This design comes from an exercise in tuning for small area, a short achievable clock period and few clock cycles on the open sky130 flow, not from production work.
At most, simulation tests tie the RTL to the original design; equivalence was not proved.
Power and IR drop assume default switching activity.

== before ==
## cluster_centroid_n
module cluster_centroid_n #(
  parameter int IMG_WIDTH    = 640,
  parameter int IMG_HEIGHT   = 480,
  parameter int NUM_CLUSTERS = 3,
  parameter int COLOR_W      = 12,
  parameter int DIST_THRESH  = 64,
  parameter int MIN_COUNT    = 4,
  localparam int XW = $clog2(IMG_WIDTH),
  localparam int YW = $clog2(IMG_HEIGHT),
  localparam int IW = (NUM_CLUSTERS > 1) ? $clog2(NUM_CLUSTERS) : 1
) (
  input  logic                         clk,
  input  logic                         rst,
  input  logic signed [COLOR_W-1:0]    pixel_r,
  input  logic signed [COLOR_W-1:0]    pixel_g,
  input  logic signed [COLOR_W-1:0]    pixel_b,
  input  logic                         pixel_valid,
  input  logic [XW-1:0]                x,
  input  logic [YW-1:0]                y,
  input  logic                         ref_wr_en,
  input  logic [IW-1:0]                ref_wr_idx,
  input  logic signed [COLOR_W-1:0]    ref_wr_r,
  input  logic signed [COLOR_W-1:0]    ref_wr_g,
  input  logic signed [COLOR_W-1:0]    ref_wr_b,
  output logic [NUM_CLUSTERS*XW-1:0]   centroid_x,
  output logic [NUM_CLUSTERS*YW-1:0]   centroid_y,
  output logic [NUM_CLUSTERS-1:0]      found,
  output logic                         frame_done,
  output logic                         busy,
  output logic                         overrun
);
Size in the first run: roughly 4,900 cells after synthesis, roughly 620 flip-flops, ~160 I/O pins.
Settings: LEC_CHECK=0, CAP_MARGIN=20, CORE_MARGIN=2, CORE_UTILIZATION=40, SETUP_SLACK_MARGIN=4, SLEW_MARGIN=20; clock period 8.0 ns.
run.sh (not shown) runs the stock make flow with config.mk's settings and CLKGATE_MAP_FILE= SYNTH_SCRIPT=/design/flow/synth_recipe.tcl, a recipe that flattens the netlist after the stock synthesis.
The following lists how after was set up differently from before:
- changing SETUP_SLACK_MARGIN from 4 to 5
## What came out
- Clock network latency to the later pin of the worst-skew pair: after vs before, no meaningful difference
- Changes observed in after relative to before: total wire length after detailed routing +12%; via count went up 2,612; first-iteration DRC count went up about 30%; weighted congestion at the end of routability-driven global placement saw a decrease; count of input and output buffers comparable.
Function was not checked in any run of this note: the RTL went through the layout flow alone.


Setup of run A:
Another version of the RTL of cluster_centroid_n (not shown whole).
Size in the first run: roughly 5,400 cells after synthesis, ~160 I/O pins.
Settings: LEC_CHECK=0, CAP_MARGIN=20, CORE_MARGIN=2, CORE_UTILIZATION=68, CTS_BUF_LIST=sky130_fd_sc_hd__clkbuf_4, CTS_CLUSTER_DIAMETER=40, CTS_CLUSTER_SIZE=10, SETUP_SLACK_MARGIN=5, SLEW_MARGIN=20; clock period 8.0 ns.
Testbench counts of run A, summed over its fixed seeds: cycles 7,754.
## Diff of input files: run B against run A
- CTS_CLUSTER_DIAMETER: 40 -> 50
- CTS_BUF_LIST: sky130_fd_sc_hd__clkbuf_4 -> sky130_fd_sc_hd__clkbuf_8
- CTS_CLUSTER_SIZE: 10 -> 14
==> run notes <==
- [compare] base=run A new=run B: largest voltage drop on the vdd net lost 3.6%, via count of the first global-routing pass lost 410.
- Summary: with run A as the reference, first-iteration DRC count in run B moved up by a few percent.
- On normalized max-slew margin, the higher figure sits with run A, not run B.
- Status: routed wire length parity (run B, run A)
- Area growth from synthesis to layout (lower): run B
diff inputs: run B => run C
- a change of CTS_CLUSTER_DIAMETER from 50 to 55
- a change of CORE_UTILIZATION from 68 to 62
- a change of CTS_CLUSTER_SIZE from 14 to 16
[summary]
- Run C | status: complete | timing, DRC, antenna: pass
- Run C vs run B, capturing instance or port of the critical path: r_sy[2][27]$_SDFFE_PP0P_ vs r_sx[1][10]$_SDFFE_PP0P_
- Comparing run C with run B, the count of cells along the worst hold path came out essentially unchanged.
- Of run C and run B, the lower worst hold slack belongs to run B.
- Run B reports its launch point of the critical path as r2_x[0]$_DFF_P_ while run C reports r_cnt[2][1]$_SDFFE_PP0P_.
- Summary of run C over run B: overall die area now larger; delay of the slowest critical-path stage moved up.
- Compared with run B, in run C post-detailed-routing wire length dropped 3600 um; maximum clock skew at final layout went up by 10 ps; final area roughly the same; first-iteration DRC count fell about 7%; post-cts gate resize count down 1.
- Relative to run B, the number of clock-tree buffers in the layout measured on run C has decreased by a few percent.
Changes in run D relative to run C:
- setting GPL_ROUTABILITY_DRIVEN to 0 for the first time
- changing CTS_CLUSTER_SIZE from 16 to 14
- changing CORE_UTILIZATION from 62 to 68
- changing CTS_CLUSTER_DIAMETER from 55 to 50
==> comparison <==
- Measured against each other, run C and run D differ in routed wire length, the lower figure coming from run C.
- Run D against run C: post-route standard cell area excluding fillers +about 0.5%, data arrival time of the critical path up 80 ps.
- The minimum clock period after layout number comes out lower for run C vs run D.
- Min met1 usage across run C and run D: run C
- Final clock period utilization by the worst path: run D vs run C up 0.22 points
Input-level comparison between run E and run D:
- changing CTS_CLUSTER_SIZE from 14 to 12
- changing CTS_CLUSTER_DIAMETER from 50 to 45
- removing GPL_ROUTABILITY_DRIVEN (formerly 0)
- changing CORE_UTILIZATION from 68 to 65
## What came out
- The register-to-register slack on run D is in line with that on run E.
- Max total power across run E and run D: run E
- Run E: post-route worst hold slack 4.5 ps above run D
- Taking run D as the reference point, the initial core utilization of run E falls by 3.0 points.
- From run D to run E the numbers moved as follows: worst path buffer plus inverter count shows a reduction of 2, aggregate routed wire length shows a reduction of 0.60%.


The RTL this note starts from:
==> flow/design.v <==
module cluster_centroid_n #(
  parameter int IMG_WIDTH    = 640,
  parameter int IMG_HEIGHT   = 480,
  parameter int NUM_CLUSTERS = 3,
  parameter int COLOR_W      = 12,
  parameter int DIST_THRESH  = 64,
  parameter int MIN_COUNT    = 4,
  localparam int XW = $clog2(IMG_WIDTH),
  localparam int YW = $clog2(IMG_HEIGHT),
  localparam int IW = (NUM_CLUSTERS > 1) ? $clog2(NUM_CLUSTERS) : 1
) (
  input  logic                         clk,
  input  logic                         rst,
  input  logic signed [COLOR_W-1:0]    pixel_r,
  input  logic signed [COLOR_W-1:0]    pixel_g,
  input  logic signed [COLOR_W-1:0]    pixel_b,
  input  logic                         pixel_valid,
  input  logic [XW-1:0]                x,
  input  logic [YW-1:0]                y,
  input  logic                         ref_wr_en,
  input  logic [IW-1:0]                ref_wr_idx,
  input  logic signed [COLOR_W-1:0]    ref_wr_r,
  input  logic signed [COLOR_W-1:0]    ref_wr_g,
  input  logic signed [COLOR_W-1:0]    ref_wr_b,
  output logic [NUM_CLUSTERS*XW-1:0]   centroid_x,
  output logic [NUM_CLUSTERS*YW-1:0]   centroid_y,
  output logic [NUM_CLUSTERS-1:0]      found,
  output logic                         frame_done,
  output logic                         busy,
  output logic                         overrun
);
  localparam int NC    = NUM_CLUSTERS;
  localparam int DW    = COLOR_W + 1;                
  localparam int AW    = $clog2(DIST_THRESH + 1);    
  localparam int SDW   = AW + 2;                     
  localparam int CW    = $clog2(IMG_WIDTH * IMG_HEIGHT + 1);
  localparam int SUM_W = $clog2(IMG_WIDTH * IMG_WIDTH * IMG_HEIGHT);
  localparam int QW    = XW;                         
  localparam int RW    = CW;                         
  localparam int MW    = RW + QW;                    
  localparam int STW   = $clog2(QW);
  localparam int SCW   = $clog2(QW);
  localparam int SSW   = $clog2((QW - 1) * IMG_WIDTH);
  logic signed [COLOR_W-1:0] r_ref_r [NC];
  logic signed [COLOR_W-1:0] r_ref_g [NC];
  logic signed [COLOR_W-1:0] r_ref_b [NC];
  logic           r_rst;           
  logic           r1_valid, r1_eof;
  logic [XW-1:0]  r1_x;
  logic [YW-1:0]  r1_y;
  logic [NC-1:0]  r1_ok;
  logic [AW:0]    r1_u [NC][3];    
  logic [NC-1:0]  r2_m;
  logic [AW-1:0]  r2_d [NC];
  logic           r2_eof;
  logic [XW-1:0]  r2_x;
  logic [YW-1:0]  r2_y;
  logic [NC-1:0]    w_hit;
  logic [CW-1:0]    r_cnt  [NC];
  logic [MW-1:0]    r_sx   [NC];
  logic [MW-1:0]    r_sy   [NC];
  logic [SCW-1:0]   r_scnt [NC];
  logic [SSW-1:0]   r_ssx  [NC];
  logic [SSW-1:0]   r_ssy  [NC];
  logic [CW-1:0]    w_inc_cnt [NC];
  logic [SUM_W-1:0] w_add_x [NC];
  logic [SUM_W-1:0] w_add_y [NC];
  logic [SCW-1:0]   w_sinc_cnt [NC];
  logic [SSW-1:0]   w_sadd_x [NC];
  logic [SSW-1:0]   w_sadd_y [NC];
  logic             r_div, r_last;
  logic [STW-1:0]   r_step;
  logic [NC-1:0]    w_gex, w_gey;
  logic [RW-1:0]    w_rx [NC];
  logic [RW-1:0]    w_ry [NC];
  logic [NC*XW-1:0] r_centroid_x;
  logic [NC*YW-1:0] r_centroid_y;
  logic [NC-1:0]    r_found;
  logic             r_frame_done, r_busy;
  always_ff @(posedge clk) begin
    for (int k = 0; k < NC; k++) begin
      if (rst) begin
        r_ref_r[k] <= COLOR_W'(50  + 450 * k);
        r_ref_g[k] <= COLOR_W'(100 + 450 * k);
        r_ref_b[k] <= COLOR_W'(150 + 450 * k);
      end else if (ref_wr_en && ref_wr_idx == IW'(k)) begin
        r_ref_r[k] <= ref_wr_r;
        r_ref_g[k] <= ref_wr_g;
        r_ref_b[k] <= ref_wr_b;
      end
    end
  end
  localparam int HW = COLOR_W - AW + 1;             
  function automatic logic [AW+1:0] chan(input logic signed [COLOR_W-1:0] p,
                                         input logic signed [COLOR_W-1:0] q);
    logic [AW:0]   lo;
    logic [AW-1:0] l;
    logic [HW-1:0] ph, qh;
    logic          b, z0, m1, ok, neg;
    lo  = {1'b0, p[AW-1:0]} - {1'b0, q[AW-1:0]};
    l   = lo[AW-1:0];
    b   = lo[AW];
    ph  = {p[COLOR_W-1], p[COLOR_W-1:AW]};
    qh  = {q[COLOR_W-1], q[COLOR_W-1:AW]};
    z0  = b ? (ph == qh + HW'(1)) : (ph == qh);
    m1  = b ? (ph == qh) : (ph + HW'(1) == qh);
    ok  = (z0 && l <= AW'(DIST_THRESH)) || (m1 && l >= AW'(DIST_THRESH));
    neg = l > AW'(DIST_THRESH);
    chan = {ok, neg, l ^ {AW{neg}}};
  endfunction
  always_ff @(posedge clk) begin
    logic [AW+1:0] c [3];
    r_rst    <= rst;
    r1_valid <= !rst && pixel_valid;
    r1_eof   <= !rst && pixel_valid && x == XW'(IMG_WIDTH - 1) && y == YW'(IMG_HEIGHT - 1);
    r1_x     <= x;
    r1_y     <= y;
    for (int k = 0; k < NC; k++) begin
      c[0] = chan(pixel_r, r_ref_r[k]);
      c[1] = chan(pixel_g, r_ref_g[k]);
      c[2] = chan(pixel_b, r_ref_b[k]);
      r1_ok[k] <= c[0][AW+1] && c[1][AW+1] && c[2][AW+1];
      for (int j = 0; j < 3; j++) r1_u[k][j] <= c[j][AW:0];
    end
  end
  always_ff @(posedge clk) begin
    logic [SDW-1:0] d;
    r2_eof <= !rst && r1_eof;
    r2_x   <= r1_x;
    r2_y   <= r1_y;
    for (int k = 0; k < NC; k++) begin
      d = SDW'(r1_u[k][0][AW-1:0]) + SDW'(r1_u[k][1][AW-1:0]) + SDW'(r1_u[k][2][AW-1:0])
        + SDW'(r1_u[k][0][AW]) + SDW'(r1_u[k][1][AW]) + SDW'(r1_u[k][2][AW]);
      r2_m[k] <= !rst && r1_valid && r1_ok[k] && d <= SDW'(DIST_THRESH);
      r2_d[k] <= d[AW-1:0];
    end
  end
  always_comb begin
    for (int k = 0; k < NC; k++) begin
      w_hit[k] = r2_m[k];
      for (int j = 0; j < NC; j++) begin
        if (j < k && r2_m[j] && r2_d[j] <= r2_d[k]) w_hit[k] = 1'b0;
        if (j > k && r2_m[j] && r2_d[j] <  r2_d[k]) w_hit[k] = 1'b0;
      end
    end
    for (int k = 0; k < NC; k++) begin
      w_inc_cnt[k]  = r_cnt[k] + CW'(1);
      w_add_x[k]    = r_sx[k][SUM_W-1:0] + SUM_W'(r2_x);
      w_add_y[k]    = r_sy[k][SUM_W-1:0] + SUM_W'(r2_y);
      w_sinc_cnt[k] = r_scnt[k] + SCW'(1);
      w_sadd_x[k]   = r_ssx[k] + SSW'(r2_x);
      w_sadd_y[k]   = r_ssy[k] + SSW'(r2_y);
    end
  end
  always_comb begin
    logic [RW:0] tx, ty;
    for (int k = 0; k < NC; k++) begin
      tx = r_sx[k][MW-1:QW-1];
      ty = r_sy[k][MW-1:QW-1];
      w_gex[k] = tx >= {1'b0, r_cnt[k]};
      w_gey[k] = ty >= {1'b0, r_cnt[k]};
      w_rx[k]  = w_gex[k] ? RW'(tx - {1'b0, r_cnt[k]}) : tx[RW-1:0];
      w_ry[k]  = w_gey[k] ? RW'(ty - {1'b0, r_cnt[k]}) : ty[RW-1:0];
    end
  end
  always_ff @(posedge clk) begin
    for (int k = 0; k < NC; k++) begin
      if (r_rst) begin
        r_cnt[k] <= '0;
        r_sx[k]  <= '0;
        r_sy[k]  <= '0;
      end else if (r_div && r_last) begin
        r_cnt[k] <= w_hit[k] ? CW'(w_sinc_cnt[k]) : CW'(r_scnt[k]);
        r_sx[k]  <= w_hit[k] ? MW'(w_sadd_x[k])   : MW'(r_ssx[k]);
        r_sy[k]  <= w_hit[k] ? MW'(w_sadd_y[k])   : MW'(r_ssy[k]);
      end else if (r_div) begin
        r_sx[k]  <= {w_rx[k], r_sx[k][QW-2:0], w_gex[k]};
        r_sy[k]  <= {w_ry[k], r_sy[k][QW-2:0], w_gey[k]};
      end else if (w_hit[k]) begin
        r_cnt[k] <= w_inc_cnt[k];
        r_sx[k]  <= MW'(w_add_x[k]);
        r_sy[k]  <= MW'(w_add_y[k]);
      end
    end
  end
  always_ff @(posedge clk) begin
    for (int k = 0; k < NC; k++) begin
      if (!r_div) begin
        r_scnt[k] <= '0;
        r_ssx[k]  <= '0;
        r_ssy[k]  <= '0;
      end else if (w_hit[k]) begin
        r_scnt[k] <= w_sinc_cnt[k];
        r_ssx[k]  <= w_sadd_x[k];
        r_ssy[k]  <= w_sadd_y[k];
      end
    end
  end
  always_ff @(posedge clk) begin
    if (rst) begin
      r_div        <= 1'b0;
      r_last       <= 1'b0;
      r_step       <= '0;
      r_busy       <= 1'b0;
      r_frame_done <= 1'b0;
      r_found      <= '0;
      r_centroid_x <= '0;
      r_centroid_y <= '0;
    end else begin
      r_frame_done <= 1'b0;
      r_last       <= r_div && r_step == STW'(QW - 2);
      if (r2_eof) begin
        r_div  <= 1'b1;
        r_step <= '0;
        r_busy <= 1'b1;
      end else if (r_div) begin
        r_step <= r_step + STW'(1);
        if (r_last) begin
          r_div        <= 1'b0;
          r_busy       <= 1'b0;
          r_frame_done <= 1'b1;
          for (int k = 0; k < NC; k++) begin
            r_found[k] <= r_cnt[k] >= CW'(MIN_COUNT);
            if (r_cnt[k] >= CW'(MIN_COUNT)) begin
              r_centroid_x[k*XW +: XW] <= {r_sx[k][XW-2:0], w_gex[k]};
              r_centroid_y[k*YW +: YW] <= {r_sy[k][YW-2:0], w_gey[k]};
            end
          end
        end
      end
    end
  end
  assign centroid_x = r_centroid_x;
  assign centroid_y = r_centroid_y;
  assign found      = r_found;
  assign frame_done = r_frame_done;
  assign busy       = r_busy;
  assign overrun    = 1'b0;
endmodule
clock: 8.0 ns
lec_check: 0
cap_margin: 20
core_margin: 2
core_utilization: 40
setup_slack_margin: 4
slew_margin: 20
Testbench counts at the start, summed over its fixed seeds: cycles 7,798.
Change:
SETUP_SLACK_MARGIN = 5   (was 4)
The new run finished clean.
Final area went up by roughly a tenth.
Synthesized cell count does not change.
Global-route usage grows by 0.86 points.
Power rose by a few percent.
Change:
CORE_UTILIZATION = 55   (was 40)
CTS_BUF_LIST = sky130_fd_sc_hd__clkbuf_8   (was default)
Core utilization increases by 17 points.
Synthesized cell count does not change.
Wire length decreases by 3.2%.
Critical path depth decreases by 3.
Design area decreases by 2.5%.
Die area decreases by about 27%.
Via count barely changes.
Global-route usage increases by 8.3 points.
Change:
CORE_UTILIZATION = 40   (was 55)
CTS_BUF_LIST = default   (was sky130_fd_sc_hd__clkbuf_8)
SETUP_SLACK_MARGIN = default   (was 5)
=>
- power is about the same
- sequential share of layout area climbs by 1.4 points
- combinational power drops by 18%
- routed wire length drops by 3.4%
- sequential cell count is unchanged
- area after synthesis does not change
- die area climbs by 37%
- synthesized cell count is unchanged
- fmax drops by 21%
- sequential power hardly moves
- setup slack loses 890 ps

[separate check: timing with driven ports]
In the flow no input, the clock included, has a driving cell. The finished layouts below were timed again as built, in two steps. Step 1: set_driving_cell puts a clkbuf_16 on clk and a buf_2 on each other input, an assumption about the parent block. Step 2 moves the port delays by t, midway between the first and last clock arrival at a register: inputs arrive t later, outputs are due t later. That takes back most of the time a late clock gives input paths. Slacks: no drivers / after step 1 / after step 2; pairs: no drivers / after step 1.
run | shift t [ns] | setup slack, ns | worst hold slack (ns) | latest minus earliest clock arrival (ns) | worst data-port slew with drivers (ns)
before | 0.741 | 2.393 / 2.393 / 2.393 | 0.319 / 0.319 / 0.319 | 0.062 / 0.062 | 0.06
after | 0.732 | 2.356 / 2.356 / 2.356 | 0.326 / 0.326 / 0.326 | 0.047 / 0.047 | 0.05
run A | 1.004 | 4.936 / 4.901 / 4.095 | 0.325 / 0.325 / 0.325 | 0.065 / 0.066 | 0.10
run B | 0.765 | 4.935 / 4.935 / 4.303 | 0.326 / 0.326 / 0.326 | 0.041 / 0.042 | 0.10
run C | 0.772 | 4.979 / 4.979 / 4.303 | 0.331 / 0.331 / 0.331 | 0.052 / 0.052 | 0.10
run D | 0.809 | 4.961 / 4.940 / 4.328 | 0.321 / 0.321 / 0.321 | 0.035 / 0.035 | 0.07
run E | 0.797 | 4.952 / 4.952 / 4.288 | 0.325 / 0.325 / 0.325 | 0.041 / 0.041 | 0.08
the first run of note 3 | 0.715 | 4.114 / 4.114 / 3.438 | 0.323 / 0.323 / 0.323 | 0.025 / 0.026 | 0.15
the second run of note 3 | 0.706 | 4.652 / 4.686 / 3.980 | 0.322 / 0.322 / 0.322 | 0.024 / 0.024 | 0.09
the third run of note 3 | 0.833 | 4.694 / 4.720 / 3.887 | 0.324 / 0.324 / 0.324 | 0.045 / 0.044 | 0.06
the fourth run of note 3 | 0.741 | 3.801 / 3.850 / 3.109 | 0.324 / 0.324 / 0.324 | 0.039 / 0.038 | 0.14
After both steps every run listed still meets setup and hold. For run A, which loses most, drivers alone change the setup slack by -0.035 ns; drivers and shift together by -0.841 ns.
